This design comes from an exercise in tuning for small area and few clock cycles on the open sky130 flow, not from production work. Power and IR drop assume default switching activity.

==> flow/design.v <==
package axil_split_pkg;
  localparam int ADDR_W = 32;
  localparam int DATA_W = 32;
  localparam int STRB_W = DATA_W / 8;
  localparam int RESP_W = 2;
  localparam logic [ADDR_W-1:0] SPLIT_BASE = 32'h0000_8000;
  localparam int ORD_DEPTH = 8;
endpackage
`timescale 1ns/1ps
import axil_split_pkg::*;
module axil_fifo #(
  parameter int DEPTH = ORD_DEPTH
) (
  input  logic aclk,
  input  logic aresetn,
  input  logic push,
  input  logic push_port,
  output logic full,
  input  logic w_adv,
  output logic w_avail,
  output logic w_port,
  input  logic pop,
  output logic head_port,
  output logic head_ok
);
  localparam int PW = $clog2(DEPTH);
  logic [DEPTH-1:0] q;
  logic [PW:0]      tail;
  logic [PW:0]      wptr;
  logic [PW:0]      head;
  assign full      = (tail[PW-1:0] == head[PW-1:0]) && (tail[PW] != head[PW]);
  assign w_avail   = (wptr != tail);
  assign w_port    = q[wptr[PW-1:0]];
  assign head_port = q[head[PW-1:0]];
  assign head_ok   = (head != wptr);
  always_ff @(posedge aclk)
  begin
    if (!aresetn)
    begin
      tail <= '0;
      wptr <= '0;
      head <= '0;
    end
    else
    begin
      if (push)
        tail <= tail + 1'b1;
      if (w_adv)
        wptr <= wptr + 1'b1;
      if (pop)
        head <= head + 1'b1;
    end
  end
  always_ff @(posedge aclk)
  begin
    if (push)
      q[tail[PW-1:0]] <= push_port;
  end
endmodule
`timescale 1ns/1ps
import axil_split_pkg::*;
module axil_s_wr_fifos (
  input  logic              aclk,
  input  logic              aresetn,
  input  logic              s_awvalid,
  output logic              s_awready,
  input  logic [ADDR_W-1:0] s_awaddr,
  input  logic              room,
  output logic              take,
  output logic              take_port,
  output logic [1:0]        m_awvalid,
  input  logic [1:0]        m_awready,
  output logic [ADDR_W-1:0] m_awaddr
);
  logic aw_v;
  logic aw_p;
  assign take_port = (s_awaddr >= SPLIT_BASE);
  assign s_awready = room && (!aw_v || m_awready[aw_p]);
  assign take      = s_awvalid && s_awready;
  assign m_awvalid = {aw_v && aw_p, aw_v && !aw_p};
  always_ff @(posedge aclk)
  begin
    if (!aresetn)
      aw_v <= 1'b0;
    else if (take)
      aw_v <= 1'b1;
    else if (m_awready[aw_p])
      aw_v <= 1'b0;
  end
  always_ff @(posedge aclk)
  begin
    if (take)
    begin
      aw_p     <= take_port;
      m_awaddr <= s_awaddr;
    end
  end
endmodule
`timescale 1ns/1ps
import axil_split_pkg::*;
module axil_m_wr_fifos (
  input  logic              aclk,
  input  logic              aresetn,
  input  logic              m_bvalid,
  output logic              m_bready,
  input  logic [RESP_W-1:0] m_bresp,
  input  logic              sel,
  input  logic              pop,
  output logic              b_valid,
  output logic [RESP_W-1:0] b_resp
);
  logic              rv;
  logic [RESP_W-1:0] rr;
  assign m_bready = !rv || (sel && pop);
  assign b_valid  = rv || m_bvalid;
  assign b_resp   = rv ? rr : m_bresp;
  always_ff @(posedge aclk)
  begin
    if (!aresetn)
      rv <= 1'b0;
    else if (m_bready)
      rv <= m_bvalid && !(sel && pop && !rv);
  end
  always_ff @(posedge aclk)
  begin
    if (m_bready)
      rr <= m_bresp;
  end
endmodule
`timescale 1ns/1ps
import axil_split_pkg::*;
module axil_wr_split (
  input  logic                            aclk,
  input  logic                            aresetn,
  input  logic                            s_awvalid,
  output logic                            s_awready,
  input  logic [axil_split_pkg::ADDR_W-1:0] s_awaddr,
  input  logic                            s_wvalid,
  output logic                            s_wready,
  input  logic [axil_split_pkg::DATA_W-1:0] s_wdata,
  input  logic [axil_split_pkg::STRB_W-1:0] s_wstrb,
  output logic                            s_bvalid,
  input  logic                            s_bready,
  output logic [axil_split_pkg::RESP_W-1:0] s_bresp,
  output logic                            m0_awvalid,
  input  logic                            m0_awready,
  output logic [axil_split_pkg::ADDR_W-1:0] m0_awaddr,
  output logic                            m0_wvalid,
  input  logic                            m0_wready,
  output logic [axil_split_pkg::DATA_W-1:0] m0_wdata,
  output logic [axil_split_pkg::STRB_W-1:0] m0_wstrb,
  input  logic                            m0_bvalid,
  output logic                            m0_bready,
  input  logic [axil_split_pkg::RESP_W-1:0] m0_bresp,
  output logic                            m1_awvalid,
  input  logic                            m1_awready,
  output logic [axil_split_pkg::ADDR_W-1:0] m1_awaddr,
  output logic                            m1_wvalid,
  input  logic                            m1_wready,
  output logic [axil_split_pkg::DATA_W-1:0] m1_wdata,
  output logic [axil_split_pkg::STRB_W-1:0] m1_wstrb,
  input  logic                            m1_bvalid,
  output logic                            m1_bready,
  input  logic [axil_split_pkg::RESP_W-1:0] m1_bresp
);
  logic              full;
  logic              take;
  logic              take_port;
  logic              w_avail;
  logic              w_port;
  logic              w_go;
  logic              head_port;
  logic              head_ok;
  logic              b_pop;
  logic [1:0]        m_awvalid;
  logic [ADDR_W-1:0] m_awaddr;
  logic [1:0]        b_valid;
  logic [1:0][RESP_W-1:0] b_resp;
  axil_s_wr_fifos u_aw (
    .aclk      (aclk),
    .aresetn   (aresetn),
    .s_awvalid (s_awvalid),
    .s_awready (s_awready),
    .s_awaddr  (s_awaddr),
    .room      (!full),
    .take      (take),
    .take_port (take_port),
    .m_awvalid (m_awvalid),
    .m_awready ({m1_awready, m0_awready}),
    .m_awaddr  (m_awaddr)
  );
  assign {m1_awvalid, m0_awvalid} = m_awvalid;
  assign m0_awaddr = {{(ADDR_W-15){1'b0}}, m_awaddr[14:0]};
  assign m1_awaddr = m_awaddr;
  axil_fifo u_ord (
    .aclk      (aclk),
    .aresetn   (aresetn),
    .push      (take),
    .push_port (take_port),
    .full      (full),
    .w_adv     (w_go),
    .w_avail   (w_avail),
    .w_port    (w_port),
    .pop       (b_pop),
    .head_port (head_port),
    .head_ok   (head_ok)
  );
  assign m0_wvalid = s_wvalid && w_avail && !w_port;
  assign m1_wvalid = s_wvalid && w_avail && w_port;
  assign m0_wdata  = s_wdata;
  assign m1_wdata  = s_wdata;
  assign m0_wstrb  = s_wstrb;
  assign m1_wstrb  = s_wstrb;
  assign s_wready  = w_avail && (w_port ? m1_wready : m0_wready);
  assign w_go      = s_wvalid && s_wready;
  axil_m_wr_fifos u_b0 (
    .aclk     (aclk),
    .aresetn  (aresetn),
    .m_bvalid (m0_bvalid),
    .m_bready (m0_bready),
    .m_bresp  (m0_bresp),
    .sel      (!head_port),
    .pop      (b_pop),
    .b_valid  (b_valid[0]),
    .b_resp   (b_resp[0])
  );
  axil_m_wr_fifos u_b1 (
    .aclk     (aclk),
    .aresetn  (aresetn),
    .m_bvalid (m1_bvalid),
    .m_bready (m1_bready),
    .m_bresp  (m1_bresp),
    .sel      (head_port),
    .pop      (b_pop),
    .b_valid  (b_valid[1]),
    .b_resp   (b_resp[1])
  );
  assign s_bvalid = head_ok && b_valid[head_port];
  assign s_bresp  = b_resp[head_port];
  assign b_pop    = s_bvalid && s_bready;
endmodule
export LEC_CHECK = 0
export CAP_MARGIN = 20
export CORE_MARGIN = 2
export CORE_UTILIZATION = 40
export PLACE_DENSITY = 0.6
export SLEW_MARGIN = 20
create_clock -name core_clock -period 5.0 [get_ports {aclk}]
standard.sh (not shown) runs the stock make flow with config.mk's settings and CLKGATE_MAP_FILE= SYNTH_SCRIPT=/design/flow/synth_recipe.tcl, a recipe that flattens the netlist after the stock synthesis.
==> flow/flow/run.sh <==
#!/bin/bash
# Standard layout, with the smallest buffer on every input and output port.
export BUFFER_PORTS_ARGS="-buffer_cell sky130_fd_sc_hd__buf_1"
bash standard.sh > standard.log 2>&1
Then changed:
==> flow/run.sh (new file) <==
#!/bin/bash
# synth_recipe.tcl (not shown) runs the flow's synth.tcl, then flattens the netlist and writes it again
# the make line also repeats each setting of config.mk as NAME=value (left out here)
make -C /OpenROAD-flow-scripts/flow DESIGN_CONFIG=/design/flow/config.mk WORK_HOME=/design/flow/orfs CLKGATE_MAP_FILE= SYNTH_SCRIPT=/design/flow/synth_recipe.tcl finish
CTS_BUF_LIST = sky130_fd_sc_hd__clkbuf_2 sky130_fd_sc_hd__clkbuf_4   (was default)
removed: flow/flow/run.sh
removed: flow/standard.sh
=>
- The changed run finished with timing, DRC and antenna clean
- maximum frequency goes down by about 11%
- wire length goes up by 5.2%
- clock power goes down by about 2%
- register-to-register slack stays flat
- clock-buffer cell count goes up by 1
- global-route usage goes up by 0.66 points
- sequential power barely changes
- worst setup slack got worse by 410 ps
- sequential cell count does not change
- total power goes up by 4.7%
No run of this note included a check of the RTL's function; only the layout flow was run.

==> afterwards: timing with drivers on the ports <==
No port has a modelled driver above. Below, the same layouts with a new extraction and two added sets of constraints. Step 1 assumes that a clkbuf_16 drives the clock port and a buf_2 every other input. Step 2 adds t to the input delays and takes it off the output delays; t is the mean of the earliest and latest rising clock arrival at the registers after step 1. Input paths then give back, and output paths get back, about the clock's delay inside the block. Three values: no drivers, after step 1, after step 2; two values: the first two.
run	shift t [ns]	setup WS [ns]	latest minus earliest clock arrival (ns)	cell pins on the clock port's net
the first run	0.366	1.561 / 1.530 / 1.897	0.009 / 0.009	1
the second run	0.405	1.150 / 1.122 / 1.270	0.011 / 0.011	1
After both steps setup and hold are still met in every run listed.
